Context: an optimization exercise on an open-source flow, tuned for small area. The choices shown serve that exercise and are no tape-out recipe.
Only simulation tests tie the RTL to the original design; equivalence was not proved.

==> inputs of job 8789 <==
==> flow/design.v <==
module sha1_sched_ao22 (
    input  logic a0, b0, a1, b1,
    output logic y
);
    assign y = (a0 & b0) | (a1 & b1);
endmodule
module sha1_sched_aoi222 (
    input  logic a0, b0, a1, b1, a2, b2,
    output logic y
);
    assign y = ~((a0 & b0) | (a1 & b1) | (a2 & b2));
endmodule
module sha1_sched_rdmux #(
    parameter int N  = 64,
    parameter int TW = 14
) (
    input  logic [N-1:0]    sel,
    input  logic [N*TW-1:0] rows,
    output logic [TW-1:0]   out
);
    localparam int NT = N / 3;           
    localparam int NR = N - 3 * NT;      
    for (genvar b = 0; b < TW; b++) begin : g_bit
        logic [NT-1:0] t;                
        logic          r;
        for (genvar k = 0; k < NT; k++) begin : g_t
            sha1_sched_aoi222 u_t (
                .a0(sel[3*k]),   .b0(rows[(3*k)*TW + b]),
                .a1(sel[3*k+1]), .b1(rows[(3*k+1)*TW + b]),
                .a2(sel[3*k+2]), .b2(rows[(3*k+2)*TW + b]),
                .y(t[k])
            );
        end
        always_comb begin
            r = 1'b0;
            for (int i = 3 * NT; i < N; i++)
                r = r | (sel[i] & rows[i*TW + b]);
        end
        assign out[b] = ~&t | r;
    end
endmodule
module sha1_channel_sched #(
    parameter int CHANNEL_NUM_TOTAL = 64,
    parameter int CHANNEL_NUM_WIDTH = $clog2(CHANNEL_NUM_TOTAL),
    parameter int TAG_DATA_WIDTH    = 14,
    parameter int CNT_WIDTH         = $clog2(CHANNEL_NUM_TOTAL + 1)
) (
    input  logic                         sys_clk,
    input  logic                         sys_rst,
    input  logic                         alloc_req,
    input  logic [TAG_DATA_WIDTH-1:0]    alloc_tag,
    output logic                         alloc_ready,
    output logic                         alloc_gnt,
    output logic [CHANNEL_NUM_WIDTH-1:0] alloc_ch,
    input  logic                         rel_val,
    input  logic [CHANNEL_NUM_WIDTH-1:0] rel_ch,
    output logic                         rel_tag_val,
    output logic [TAG_DATA_WIDTH-1:0]    rel_tag,
    output logic [CNT_WIDTH-1:0]         free_cnt,
    output logic                         err_double_free
);
    localparam int N  = CHANNEL_NUM_TOTAL;
    localparam int W  = CHANNEL_NUM_WIDTH;
    localparam int TW = TAG_DATA_WIDTH;
    localparam int GW = W / 2;               
    localparam int GS = 1 << GW;             
    localparam int HW = W - GW;              
    localparam int NG = 1 << HW;             
    logic              init_q;       
    logic [W-1:0]      last_q;       
    logic [N-1:0]      free_q;       
    logic [CNT_WIDTH-1:0] free_cnt_q;
    logic              gnt_q;
    logic              rtv_q;
    logic              err_q;
    logic [W-1:0]      rel_ch_q;
    logic [N*TW-1:0]   tag_q;        
    logic              accept;
    logic              rel_free;
    logic              rel_ok;
    logic              rel_bad;
    logic [HW-1:0]     lg;
    logic [GW-1:0]     lo;
    logic [GS-1:0]     above;        
    logic [NG-1:0]     grp_gt, grp_eq;
    logic [NG-1:0]     any_free, any_hi;
    logic [2*NG-1:0]   cand, cand_pick;
    logic [NG-1:0]     grp_oh;       
    logic              use_above;    
    logic [GS-1:0]     vec;
    logic [GS-1:0]     off_oh;       
    logic [HW-1:0]     grp_bin;
    logic [GW-1:0]     off_bin;
    assign lg = last_q[W-1:GW];
    assign lo = last_q[GW-1:0];
    always_comb begin
        for (int j = 0; j < GS; j++)
            above[j] = GW'(j) > lo;
        for (int k = 0; k < NG; k++) begin
            grp_gt[k]   = HW'(k) > lg;
            grp_eq[k]   = HW'(k) == lg;
            any_free[k] = |free_q[k*GS +: GS];
            any_hi[k]   = (grp_gt[k] && any_free[k]) ||
                          (grp_eq[k] && |(free_q[k*GS +: GS] & above));
        end
        cand = {any_free, any_hi};
        for (int i = 0; i < 2 * NG; i++) begin
            cand_pick[i] = cand[i];
            for (int m = 0; m < i; m++)
                if (cand[m]) cand_pick[i] = 1'b0;
        end
        grp_oh    = cand_pick[NG-1:0] | cand_pick[2*NG-1:NG];
        use_above = |(cand_pick[NG-1:0] & grp_eq);
        vec = '0;
        for (int k = 0; k < NG; k++)
            if (grp_oh[k]) vec = vec | free_q[k*GS +: GS];
        if (use_above)
            vec = vec & above;
        for (int j = 0; j < GS; j++) begin
            off_oh[j] = vec[j];
            for (int m = 0; m < j; m++)
                if (vec[m]) off_oh[j] = 1'b0;
        end
        grp_bin = '0;
        for (int k = 0; k < NG; k++)
            if (grp_oh[k]) grp_bin = grp_bin | HW'(k);
        off_bin = '0;
        for (int j = 0; j < GS; j++)
            if (off_oh[j]) off_bin = off_bin | GW'(j);
    end
    assign alloc_ready = (free_cnt_q != '0);
    assign accept      = alloc_req && alloc_ready;
    logic [NG-1:0]     grp_acc;
    logic [N-1:0]      we, nwe;
    assign grp_acc = accept ? grp_oh : '0;
    always_comb begin
        for (int i = 0; i < N; i++) begin
            we[i]  = grp_acc[i / GS] & off_oh[i % GS];
            nwe[i] = ~we[i];
        end
    end
    logic [NG-1:0]     rel_grp;
    logic [GS-1:0]     rel_off;
    logic [NG-1:0]     set_grp;      
    logic [GS-1:0]     set_off;
    always_comb begin
        for (int k = 0; k < NG; k++) rel_grp[k] = (rel_ch[W-1:GW] == HW'(k));
        for (int j = 0; j < GS; j++) rel_off[j] = (rel_ch[GW-1:0] == GW'(j));
    end
    assign rel_free = free_q[rel_ch];
    assign rel_ok   = !init_q && rel_val && !rel_free;
    assign rel_bad  = !init_q && rel_val && rel_free;
    assign set_grp  = sys_rst ? '1 : (rel_ok ? rel_grp : '0);
    assign set_off  = sys_rst ? '1 : rel_off;
    logic [N-1:0]      free_d;
    for (genvar i = 0; i < N; i++) begin : g_free
        sha1_sched_ao22 u_free (
            .a0(free_q[i]), .b0(nwe[i]),
            .a1(set_grp[i / GS]), .b1(set_off[i % GS]),
            .y(free_d[i])
        );
    end
    always_ff @(posedge sys_clk)
        free_q <= free_d;
    always_ff @(posedge sys_clk) begin
        if (sys_rst) begin
            init_q     <= 1'b1;
            last_q     <= W'(N - 1);
            free_cnt_q <= '0;
            gnt_q      <= 1'b0;
            rtv_q      <= 1'b0;
            err_q      <= 1'b0;
        end else begin
            gnt_q <= accept;
            rtv_q <= rel_ok;
            if (init_q) begin
                last_q <= last_q + 1'b1;
                if (last_q == W'(N - 2)) begin
                    init_q     <= 1'b0;
                    free_cnt_q <= CNT_WIDTH'(N);
                end
            end else begin
                if (accept)
                    last_q <= {grp_bin, off_bin};
                if (rel_bad)
                    err_q <= 1'b1;
                free_cnt_q <= free_cnt_q + CNT_WIDTH'(rel_ok) - CNT_WIDTH'(accept);
            end
        end
    end
    always_ff @(posedge sys_clk)
        rel_ch_q <= rel_ch;
    logic [N*TW-1:0]   tag_d;
    for (genvar i = 0; i < N; i++) begin : g_row
        for (genvar b = 0; b < TW; b++) begin : g_bit
            sha1_sched_ao22 u_hold (
                .a0(we[i]),  .b0(alloc_tag[b]),
                .a1(nwe[i]), .b1(tag_q[i*TW + b]),
                .y(tag_d[i*TW + b])
            );
        end
    end
    always_ff @(posedge sys_clk)
        tag_q <= tag_d;
    logic [N-1:0]      rd_oh;
    always_comb
        for (int i = 0; i < N; i++)
            rd_oh[i] = (rel_ch_q == W'(i));
    sha1_sched_rdmux #(.N(N), .TW(TW)) u_rdmux (
        .sel(rd_oh), .rows(tag_q), .out(rel_tag)
    );
    assign alloc_gnt       = gnt_q;
    assign alloc_ch        = last_q;
    assign rel_tag_val     = rtv_q;
    assign free_cnt        = free_cnt_q;
    assign err_double_free = err_q;
endmodule
==> flow/run.sh <==
#!/bin/bash
# synth_recipe.tcl (not shown) runs the flow's synth.tcl, then flattens the netlist and writes it again
# the make line also repeats each setting of config.mk as NAME=value (left out here)
make -C /OpenROAD-flow-scripts/flow DESIGN_CONFIG=/design/flow/config.mk WORK_HOME=/design/flow/orfs CLKGATE_MAP_FILE= SYNTH_SCRIPT=/design/flow/synth_recipe.tcl finish
==> flow/config.mk <==
export PLATFORM = sky130hd
export DESIGN_NAME = sha1_channel_sched
export DESIGN_NICKNAME = sha1_channel_sched
export VERILOG_FILES = /design/flow/design.v
export SDC_FILE = /design/flow/constraint.sdc
export NUM_CORES = 4
export LEC_CHECK = 0
export CAP_MARGIN = 20
export CORE_MARGIN = 2
export CORE_UTILIZATION = 40
export CTS_BUF_LIST = sky130_fd_sc_hd__clkbuf_8
export CTS_CLUSTER_DIAMETER = 50
export CTS_CLUSTER_SIZE = 18
export SLEW_MARGIN = 20
export SYNTH_HIERARCHICAL = 1
==> flow/constraint.sdc <==
create_clock -name core_clock -period 9.0 [get_ports {sys_clk}]
set_input_delay 1.8000 -clock core_clock [delete_from_list [all_inputs] [get_ports {sys_clk}]]
set_output_delay 1.8000 -clock core_clock [all_outputs]
set_load 0.01 [all_outputs]
==> inputs of job 8320, as changes to job 8789 <==
==> flow/design.v, changed modules only <==
module sha1_sched_rdmux #(
    parameter int N  = 64,
    parameter int TW = 14
) (
    input  logic [N-1:0]    sel,
    input  logic [N*TW-1:0] rows,
    output logic [TW-1:0]   out
);
    always_comb begin
        out = '0;
        for (int i = 0; i < N; i++)
            out = out | ({TW{sel[i]}} & rows[i*TW +: TW]);
    end
endmodule
module sha1_sched_tagnext #(
    parameter int N  = 64,
    parameter int TW = 14
) (
    input  logic [N-1:0]    we,
    input  logic [N-1:0]    nwe,
    input  logic [TW-1:0]   d,
    input  logic [N*TW-1:0] q,
    output logic [N*TW-1:0] nxt
);
    always_comb begin
        for (int i = 0; i < N; i++)
            nxt[i*TW +: TW] = ({TW{we[i]}} & d) | ({TW{nwe[i]}} & q[i*TW +: TW]);
    end
endmodule
module sha1_channel_sched #(
    parameter int CHANNEL_NUM_TOTAL = 64,
    parameter int CHANNEL_NUM_WIDTH = $clog2(CHANNEL_NUM_TOTAL),
    parameter int TAG_DATA_WIDTH    = 14,
    parameter int CNT_WIDTH         = $clog2(CHANNEL_NUM_TOTAL + 1)
) (
    input  logic                         sys_clk,
    input  logic                         sys_rst,
    input  logic                         alloc_req,
    input  logic [TAG_DATA_WIDTH-1:0]    alloc_tag,
    output logic                         alloc_ready,
    output logic                         alloc_gnt,
    output logic [CHANNEL_NUM_WIDTH-1:0] alloc_ch,
    input  logic                         rel_val,
    input  logic [CHANNEL_NUM_WIDTH-1:0] rel_ch,
    output logic                         rel_tag_val,
    output logic [TAG_DATA_WIDTH-1:0]    rel_tag,
    output logic [CNT_WIDTH-1:0]         free_cnt,
    output logic                         err_double_free
);
    localparam int N  = CHANNEL_NUM_TOTAL;
    localparam int W  = CHANNEL_NUM_WIDTH;
    localparam int TW = TAG_DATA_WIDTH;
    localparam int GW = 3;                   
    localparam int GS = 1 << GW;
    localparam int NG = N / GS;              
    localparam int HW = W - GW;              
    logic              init_q;       
    logic [W-1:0]      last_q;       
    logic [N-1:0]      free_q;       
    logic [CNT_WIDTH-1:0] free_cnt_q;
    logic              gnt_q;
    logic              rtv_q;
    logic              err_q;
    logic [W-1:0]      rel_ch_q;
    logic [N*TW-1:0]   tag_q;        
    logic              accept;
    logic              rel_free;
    logic              rel_ok;
    logic              rel_bad;
    logic [W-1:0]      sel_ch;
    logic [N-1:0]      sel_oh;
    logic [N-1:0]      rel_oh;
    logic [N-1:0]      rd_oh;
    logic [N-1:0]      we;
    logic [N*TW-1:0]   tag_d;
    logic [HW-1:0]     lg;
    logic [GW-1:0]     lo;
    logic [GS-1:0]     above;        
    logic [NG-1:0]     any_free, any_hi, grp_gt, grp_eq;
    logic [2*NG-1:0]   cand;
    logic [HW:0]       pick;
    logic [HW-1:0]     grp;
    logic [GS-1:0]     vec;
    logic [GW-1:0]     off;
    assign lg = last_q[W-1:GW];
    assign lo = last_q[GW-1:0];
    always_comb begin
        for (int j = 0; j < GS; j++) above[j]  = GW'(j) > lo;
        for (int k = 0; k < NG; k++) begin
            grp_gt[k]   = HW'(k) > lg;
            grp_eq[k]   = HW'(k) == lg;
            any_free[k] = |free_q[k*GS +: GS];
            any_hi[k]   = (grp_gt[k] && any_free[k]) ||
                          (grp_eq[k] && |(free_q[k*GS +: GS] & above));
        end
        cand = {any_free, any_hi};
        pick = '0;
        for (int i = 2 * NG - 1; i >= 0; i--)
            if (cand[i]) pick = (HW + 1)'(i);
        grp = pick[HW-1:0];
        vec = free_q[grp*GS +: GS];
        if (!pick[HW] && grp == lg)
            vec = vec & above;
        off = '0;
        for (int j = GS - 1; j >= 0; j--)
            if (vec[j]) off = GW'(j);
        sel_ch = {grp, off};
    end
    always_comb begin
        for (int i = 0; i < N; i++) begin
            sel_oh[i] = (sel_ch == W'(i));
            rel_oh[i] = (rel_ch == W'(i));
            rd_oh[i]  = (rel_ch_q == W'(i));
        end
    end
    assign alloc_ready = (free_cnt_q != '0);
    assign accept      = alloc_req && alloc_ready;
    assign rel_free    = |(free_q & rel_oh);
    assign rel_ok      = !init_q && rel_val && !rel_free;
    assign rel_bad     = !init_q && rel_val && rel_free;
    assign we          = accept ? sel_oh : '0;
    always_ff @(posedge sys_clk) begin
        if (sys_rst) begin
            init_q     <= 1'b1;
            last_q     <= W'(N - 1);
            free_q     <= '1;
            free_cnt_q <= '0;
            gnt_q      <= 1'b0;
            rtv_q      <= 1'b0;
            err_q      <= 1'b0;
        end else begin
            gnt_q <= accept;
            rtv_q <= rel_ok;
            if (init_q) begin
                last_q <= last_q + 1'b1;
                if (last_q == W'(N - 2)) begin
                    init_q     <= 1'b0;
                    free_cnt_q <= CNT_WIDTH'(N);
                end
            end else begin
                if (accept)
                    last_q <= sel_ch;
                free_q <= (free_q & ~we) | (rel_ok ? rel_oh : '0);
                if (rel_bad)
                    err_q <= 1'b1;
                free_cnt_q <= free_cnt_q + CNT_WIDTH'(rel_ok) - CNT_WIDTH'(accept);
            end
        end
    end
    always_ff @(posedge sys_clk)
        rel_ch_q <= rel_ch;
    sha1_sched_tagnext #(.N(N), .TW(TW)) u_tagnext (
        .we(we), .nwe(~we), .d(alloc_tag), .q(tag_q), .nxt(tag_d)
    );
    always_ff @(posedge sys_clk)
        tag_q <= tag_d;
    sha1_sched_rdmux #(.N(N), .TW(TW)) u_rdmux (
        .sel(rd_oh), .rows(tag_q), .out(rel_tag)
    );
    assign alloc_gnt       = gnt_q;
    assign alloc_ch        = last_q;
    assign rel_tag_val     = rtv_q;
    assign free_cnt        = free_cnt_q;
    assign err_double_free = err_q;
endmodule
// module sha1_sched_ao22 removed
// module sha1_sched_aoi222 removed
--- a/flow/config.mk
+++ b/flow/config.mk
@@ -10,6 +10,6 @@
 export CORE_UTILIZATION = 40
 export CTS_BUF_LIST = sky130_fd_sc_hd__clkbuf_8
 export CTS_CLUSTER_DIAMETER = 50
-export CTS_CLUSTER_SIZE = 18
+export CTS_CLUSTER_SIZE = 15
 export SLEW_MARGIN = 20
 export SYNTH_HIERARCHICAL = 1
==> inputs of job 9966, as changes to job 8789 <==
==> flow/design.v, changed modules only <==
module sha1_sched_andor8 (
    input  logic [7:0] a,
    input  logic [7:0] b,
    output logic       y
);
    logic [1:0] t;
    sha1_sched_aoi222 u_t0 (.a0(a[0]), .b0(b[0]), .a1(a[1]), .b1(b[1]), .a2(a[2]), .b2(b[2]), .y(t[0]));
    sha1_sched_aoi222 u_t1 (.a0(a[3]), .b0(b[3]), .a1(a[4]), .b1(b[4]), .a2(a[5]), .b2(b[5]), .y(t[1]));
    assign y = ~&t | (a[6] & b[6]) | (a[7] & b[7]);
endmodule
module sha1_channel_sched #(
    parameter int CHANNEL_NUM_TOTAL = 64,
    parameter int CHANNEL_NUM_WIDTH = $clog2(CHANNEL_NUM_TOTAL),
    parameter int TAG_DATA_WIDTH    = 14,
    parameter int CNT_WIDTH         = $clog2(CHANNEL_NUM_TOTAL + 1)
) (
    input  logic                         sys_clk,
    input  logic                         sys_rst,
    input  logic                         alloc_req,
    input  logic [TAG_DATA_WIDTH-1:0]    alloc_tag,
    output logic                         alloc_ready,
    output logic                         alloc_gnt,
    output logic [CHANNEL_NUM_WIDTH-1:0] alloc_ch,
    input  logic                         rel_val,
    input  logic [CHANNEL_NUM_WIDTH-1:0] rel_ch,
    output logic                         rel_tag_val,
    output logic [TAG_DATA_WIDTH-1:0]    rel_tag,
    output logic [CNT_WIDTH-1:0]         free_cnt,
    output logic                         err_double_free
);
    localparam int N  = CHANNEL_NUM_TOTAL;
    localparam int W  = CHANNEL_NUM_WIDTH;
    localparam int TW = TAG_DATA_WIDTH;
    localparam int GW = W / 2;               
    localparam int GS = 1 << GW;             
    localparam int HW = W - GW;              
    localparam int NG = 1 << HW;             
    logic              init_q;       
    logic [W-1:0]      last_q;       
    logic [N-1:0]      free_q;       
    logic [CNT_WIDTH-1:0] free_cnt_q;
    logic              gnt_q;
    logic              rtv_q;
    logic              err_q;
    logic [W-1:0]      rel_ch_q;
    logic [N*TW-1:0]   tag_q;        
    logic              accept;
    logic              rel_free;
    logic              rel_ok;
    logic              rel_bad;
    logic [HW-1:0]     lg;
    logic [GW-1:0]     lo;
    logic [GS-1:0]     above;        
    logic [NG-1:0]     grp_gt, grp_eq;
    logic [NG-1:0]     any_free, any_hi;
    logic [2*NG-1:0]   cand, cand_pick;
    logic [NG-1:0]     grp_oh;       
    logic              use_above;    
    logic [GS-1:0]     vec;
    logic [GS-1:0]     off_oh;       
    logic [HW-1:0]     grp_bin;
    logic [GW-1:0]     off_bin;
    assign lg = last_q[W-1:GW];
    assign lo = last_q[GW-1:0];
    always_comb begin
        for (int j = 0; j < GS; j++)
            above[j] = GW'(j) > lo;
        for (int k = 0; k < NG; k++) begin
            grp_gt[k]   = HW'(k) > lg;
            grp_eq[k]   = HW'(k) == lg;
            any_free[k] = |free_q[k*GS +: GS];
        end
    end
    logic [NG-1:0]     hi_free;
    for (genvar k = 0; k < NG; k++) begin : g_hi
        sha1_sched_andor8 u_hi (.a(free_q[k*GS +: GS]), .b(above), .y(hi_free[k]));
        sha1_sched_ao22 u_any_hi (
            .a0(grp_gt[k]), .b0(any_free[k]), .a1(grp_eq[k]), .b1(hi_free[k]),
            .y(any_hi[k])
        );
    end
    sha1_sched_andor8 u_use_above (.a(grp_eq), .b(hi_free), .y(use_above));
    always_comb begin
        cand = {any_free, any_hi};
        for (int i = 0; i < 2 * NG; i++) begin
            cand_pick[i] = cand[i];
            for (int m = 0; m < i; m++)
                if (cand[m]) cand_pick[i] = 1'b0;
        end
        grp_oh = cand_pick[NG-1:0] | cand_pick[2*NG-1:NG];
    end
    logic [GS-1:0]     grp_free;
    for (genvar j = 0; j < GS; j++) begin : g_vec
        logic [NG-1:0] col;
        for (genvar k = 0; k < NG; k++) begin : g_col
            assign col[k] = free_q[k*GS + j];
        end
        sha1_sched_andor8 u_vec (.a(grp_oh), .b(col), .y(grp_free[j]));
    end
    always_comb begin
        vec = grp_free & (use_above ? above : '1);
        for (int j = 0; j < GS; j++) begin
            off_oh[j] = vec[j];
            for (int m = 0; m < j; m++)
                if (vec[m]) off_oh[j] = 1'b0;
        end
        grp_bin = '0;
        for (int k = 0; k < NG; k++)
            if (grp_oh[k]) grp_bin = grp_bin | HW'(k);
        off_bin = '0;
        for (int j = 0; j < GS; j++)
            if (off_oh[j]) off_bin = off_bin | GW'(j);
    end
    assign alloc_ready = (free_cnt_q != '0);
    assign accept      = alloc_req && alloc_ready;
    logic [NG-1:0]     grp_acc;
    logic [N-1:0]      we, nwe;
    assign grp_acc = accept ? grp_oh : '0;
    always_comb begin
        for (int i = 0; i < N; i++) begin
            we[i]  = grp_acc[i / GS] & off_oh[i % GS];
            nwe[i] = ~we[i];
        end
    end
    logic [NG-1:0]     rel_grp;
    logic [GS-1:0]     rel_off;
    logic [NG-1:0]     set_grp;      
    logic [GS-1:0]     set_off;
    always_comb begin
        for (int k = 0; k < NG; k++) rel_grp[k] = (rel_ch[W-1:GW] == HW'(k));
        for (int j = 0; j < GS; j++) rel_off[j] = (rel_ch[GW-1:0] == GW'(j));
    end
    logic [NG-1:0]     rel_grp_free;
    for (genvar k = 0; k < NG; k++) begin : g_relf
        sha1_sched_andor8 u_relf (.a(rel_off), .b(free_q[k*GS +: GS]), .y(rel_grp_free[k]));
    end
    sha1_sched_andor8 u_rel_free (.a(rel_grp), .b(rel_grp_free), .y(rel_free));
    assign rel_ok   = !init_q && rel_val && !rel_free;
    assign rel_bad  = !init_q && rel_val && rel_free;
    assign set_grp  = sys_rst ? '1 : (rel_ok ? rel_grp : '0);
    assign set_off  = sys_rst ? '1 : rel_off;
    logic [N-1:0]      free_d;
    for (genvar i = 0; i < N; i++) begin : g_free
        sha1_sched_ao22 u_free (
            .a0(free_q[i]), .b0(nwe[i]),
            .a1(set_grp[i / GS]), .b1(set_off[i % GS]),
            .y(free_d[i])
        );
    end
    always_ff @(posedge sys_clk)
        free_q <= free_d;
    always_ff @(posedge sys_clk) begin
        if (sys_rst) begin
            init_q     <= 1'b1;
            last_q     <= W'(N - 1);
            free_cnt_q <= '0;
            gnt_q      <= 1'b0;
            rtv_q      <= 1'b0;
            err_q      <= 1'b0;
        end else begin
            gnt_q <= accept;
            rtv_q <= rel_ok;
            if (init_q) begin
                last_q <= last_q + 1'b1;
                if (last_q == W'(N - 2)) begin
                    init_q     <= 1'b0;
                    free_cnt_q <= CNT_WIDTH'(N);
                end
            end else begin
                if (accept)
                    last_q <= {grp_bin, off_bin};
                if (rel_bad)
                    err_q <= 1'b1;
                free_cnt_q <= free_cnt_q + CNT_WIDTH'(rel_ok) - CNT_WIDTH'(accept);
            end
        end
    end
    always_ff @(posedge sys_clk)
        rel_ch_q <= rel_ch;
    logic [N*TW-1:0]   tag_d;
    for (genvar i = 0; i < N; i++) begin : g_row
        for (genvar b = 0; b < TW; b++) begin : g_bit
            sha1_sched_ao22 u_hold (
                .a0(we[i]),  .b0(alloc_tag[b]),
                .a1(nwe[i]), .b1(tag_q[i*TW + b]),
                .y(tag_d[i*TW + b])
            );
        end
    end
    always_ff @(posedge sys_clk)
        tag_q <= tag_d;
    logic [N-1:0]      rd_oh;
    always_comb
        for (int i = 0; i < N; i++)
            rd_oh[i] = (rel_ch_q == W'(i));
    sha1_sched_rdmux #(.N(N), .TW(TW)) u_rdmux (
        .sel(rd_oh), .rows(tag_q), .out(rel_tag)
    );
    assign alloc_gnt       = gnt_q;
    assign alloc_ch        = last_q;
    assign rel_tag_val     = rtv_q;
    assign free_cnt        = free_cnt_q;
    assign err_double_free = err_q;
endmodule
==> flow/flow/run.sh (new file) <==
#!/bin/bash
set -euo pipefail
CTS="-sink_clustering_enable -repair_clock_nets -dont_use_dummy_load"
CTS="$CTS -sink_clustering_size 10 -sink_clustering_max_diameter 50"
CTS="$CTS -buf_list sky130_fd_sc_hd__clkbuf_4"
bash standard.sh "CTS_ARGS=$CTS" \
    "BUFFER_PORTS_ARGS=-buffer_cell sky130_fd_sc_hd__buf_1" \
    finish > standard.log 2>&1
==> flow/standard.sh (new file) <==
#!/bin/bash
# synth_recipe.tcl (not shown) runs the flow's synth.tcl, then flattens the netlist and writes it again
# the make line also repeats each setting of config.mk as NAME=value (left out here)
make -C /OpenROAD-flow-scripts/flow DESIGN_CONFIG=/design/flow/config.mk WORK_HOME=/design/flow/orfs CLKGATE_MAP_FILE= SYNTH_SCRIPT=/design/flow/synth_recipe.tcl "${@:-finish}"
==> flow/config.mk (replaced) <==
export PLATFORM = sky130hd
export DESIGN_NAME = sha1_channel_sched
export DESIGN_NICKNAME = sha1_channel_sched
export VERILOG_FILES = /design/flow/design.v
export SDC_FILE = /design/flow/constraint.sdc
export NUM_CORES = 4
export LEC_CHECK = 0
export CAP_MARGIN = 10
export CORE_MARGIN = 2
export CORE_UTILIZATION = 40
export GPL_TIMING_DRIVEN = 0
export PLACE_DENSITY = 0.75
export SETUP_SLACK_MARGIN = 0.2
export SLEW_MARGIN = 10
export SYNTH_HIERARCHICAL = 1
removed: flow/run.sh
==> run notes <==
The highest utilization belongs to job 8789, the lowest to job 8320.
The highest setup slack belongs to job 8789, the lowest to job 9966.
Cell count, lowest first: job 9966, job 8789, job 8320.
The lowest clock skew belongs to job 8789, the highest to job 9966.
Job 8789 produced a clean layout. Job 9966 completed, yet does not pass: max-capacitance violations, max-slew violations. Job 8320 completed without violations.

[afterwards: timing with drivers on the ports]
Ports are ideal in the flow. The routed layouts listed here were re-timed in OpenROAD. Step 1 assumes that a clkbuf_16 drives the clock port and a buf_2 every other input. Step 2 moves the port delays by t, midway between the first and last clock arrival at a register: inputs arrive t later, outputs are due t later. That takes back most of the time a late clock gives input paths. a / b / c = ideal ports / drivers / drivers and shift; a / b = the first two.
run | t (ns) | setup slack, ns | worst slew at a driven data input, ns
job 8789 | 0.831 | 1.990 / 1.922 / 1.884 | 0.04
job 8320 | 0.828 | 1.762 / 1.762 / 1.762 | 0.10
job 9966 | 1.030 | 0.968 / 0.968 / 0.968 | 0.21
For job 8789, which loses most, drivers alone change the setup slack by -0.068 ns; drivers and shift together by -0.106 ns.
